This design comes from an exercise in tuning for a short achievable clock period and few clock cycles per item on the open sky130 flow, not from production work.
RTL that was checked went through simulation tests only; none was proved equivalent to the original.
No activity file was given, so power comes from the tool's default toggle rates.

// sliding_window_sender
module sliding_window_sender #(
   parameter int WINDOW_SLOTS  = 8,
   parameter int PAYLOAD_BYTES = 1024
) (
   input  logic        clock,
   input  logic        reset,
   input  logic        req_tvalid,
   output logic        req_tready,
   input  logic [15:0] req_tdata,    
   input  logic [1:0]  req_tuser,    
   output logic        rsp_tvalid,
   input  logic        rsp_tready,
   output logic [31:0] rsp_tdata,    
   output logic [2:0]  rsp_tuser,    
   output logic        rsp_tlast,    
   input  logic        csr_we,
   input  logic [1:0]  csr_index,
   input  logic [15:0] csr_wdata
);
Size: about 850 flip-flops, roughly 79 I/O pins, about 44,000 um2 of cells after synthesis.
clock: 8.0 ns
lec_check: 0
abc_clock_period_in_ps: 2500
cap_margin: 20
core_margin: 2
core_utilization: 65
place_density: 0.75
slew_margin: 20
standard.sh (not shown) runs the stock make flow with config.mk's settings and CLKGATE_MAP_FILE= SYNTH_SCRIPT=/design/flow/synth_recipe.tcl, a recipe that flattens the netlist after the stock synthesis.
==> flow/flow/run.sh <==
#!/bin/bash
set -euo pipefail
bash standard.sh SETUP_SLACK_MARGIN=5.4 \
  "BUFFER_PORTS_ARGS=-buffer_cell sky130_fd_sc_hd__buf_4" \
  finish > run_standard.log 2>&1
The baseline completed with no timing, DRC or antenna violations.
Testbench counts at the start, summed over its fixed seeds: cycles 21,144, items 19,083.
Next try:
- CORE_UTILIZATION: 65 -> 80
- PLACE_DENSITY: 0.75 -> 0.85
Outcome: Now the flow aborted during global routing. Area after synthesis is unchanged. Synthesized cell count stays the same.

---

Another version of the RTL of sliding_window_sender (not shown whole).
Size: roughly 4000 cells after synthesis, ~830 flip-flops, roughly 0.043 mm² of cells after synthesis.
export LEC_CHECK = 0
export ABC_CLOCK_PERIOD_IN_PS = 2000
export CAP_MARGIN = 20
export CORE_MARGIN = 2
export CORE_UTILIZATION = 65
export PLACE_DENSITY = 0.75
export SLEW_MARGIN = 20
create_clock -name core_clock -period 8.0 [get_ports {clock}]
Scripts as last shown in full above: flow/flow/run.sh
The first run finished with timing, DRC and antenna clean.
Testbench counts at the start, summed over its fixed seeds: cycles 21,144, items 19,083.
Next try:
Settings changed: ABC_CLOCK_PERIOD_IN_PS 2000 to 2500.
After rerunning:
- The changed run completed with no timing, DRC or antenna violations
- non-clock buffer count does not change
- critical path depth stays the same
- cell count is unchanged

---

Another version of the RTL of sliding_window_sender (not shown whole).
Size: about 890 flip-flops, about 79 I/O pins, roughly 44000 um^2 of cells after synthesis.
==> flow/config.mk <==
export PLATFORM = sky130hd
export DESIGN_NAME = sliding_window_sender
export DESIGN_NICKNAME = sliding_window_sender
export VERILOG_FILES = /design/flow/design.v
export SDC_FILE = /design/flow/constraint.sdc
export NUM_CORES = 4
export LEC_CHECK = 0
export ABC_CLOCK_PERIOD_IN_PS = 2500
export CAP_MARGIN = 20
export CORE_MARGIN = 2
export CORE_UTILIZATION = 65
export PLACE_DENSITY = 0.75
export SLEW_MARGIN = 20
==> flow/constraint.sdc <==
create_clock -name core_clock -period 8.0 [get_ports {clock}]
set_input_delay 1.6000 -clock core_clock [delete_from_list [all_inputs] [get_ports {clock}]]
set_output_delay 1.6000 -clock core_clock [all_outputs]
set_load 0.01 [all_outputs]
Scripts as last shown in full above: flow/flow/run.sh
The starting point completed with no timing, DRC or antenna violations.
Edit:
==> flow/run.sh (new file) <==
#!/bin/bash
# synth_recipe.tcl (not shown) runs the flow's synth.tcl, then flattens the netlist and writes it again
# the make line also repeats each setting of config.mk as NAME=value (left out here)
make -C /OpenROAD-flow-scripts/flow DESIGN_CONFIG=/design/flow/config.mk WORK_HOME=/design/flow/orfs CLKGATE_MAP_FILE= SYNTH_SCRIPT=/design/flow/synth_recipe.tcl finish
--- a/flow/config.mk
+++ b/flow/config.mk
@@ -11,0 +12,2 @@
+export CTS_CLUSTER_DIAMETER = 60
+export CTS_CLUSTER_SIZE = 30
@@ -12,0 +15 @@
+export SETUP_SLACK_MARGIN = 5
removed: flow/flow/run.sh
removed: flow/standard.sh
Effect: Hold slack gains 5.3 ps. Via count shrinks by 5.2%. Worst setup slack gets worse by 36 ps. Total power goes down by 12%. Synthesized area stays the same. Register-to-register slack loses 40 ps. Non-clock buffer count decreases by 114. Flip-flop and latch count does not change. Fmax drops by 1.2%. Clock power is lower by 24%.
No run of this note included a check of the RTL's function; only the layout flow was run.

## separate check: timing with driven ports
The results above use ideal ports. As a check the final layouts listed here were re-extracted and re-timed, cells and wires unchanged.
Step 1 (the two cells are an assumption about what drives the block):
set clk [get_ports {clock}]
set_driving_cell -lib_cell sky130_fd_sc_hd__clkbuf_16 $clk
set_driving_cell -lib_cell sky130_fd_sc_hd__buf_2 [delete_from_list [all_inputs] $clk]
Step 2, shift: input delay + t, output delay - t, t = (earliest + latest rising clock arrival at the registers) / 2. This alone moves slack from input paths to output paths.
Three values: ideal, step 1, step 2; two values: the first two.
| run | t (ns) | slack for setup (ns) | worst setup path after step 2 | worst register clock-pin slew, ns | worst data-port slew with drivers (ns) |
|---|---|---|---|---|---|
| the first run of note 1 | 0.708 | 5.223 / 5.206 / 4.907 | input to register | 0.07 / 0.07 | 0.05 |
| the first run of note 2 | 0.705 | 5.174 / 5.174 / 4.750 | input to register | 0.07 / 0.07 | 0.05 |
| the second run of note 2 | 0.705 | 5.174 / 5.174 / 4.750 | input to register | 0.07 / 0.07 | 0.05 |
| the first run of note 3 | 0.717 | 5.028 / 5.028 / 4.947 | input to register | 0.07 / 0.07 | 0.04 |
| the second run of note 3 | 0.716 | 4.992 / 4.978 / 4.636 | input to register | 0.11 / 0.11 | 0.04 |
After both steps every run listed still meets setup and hold.
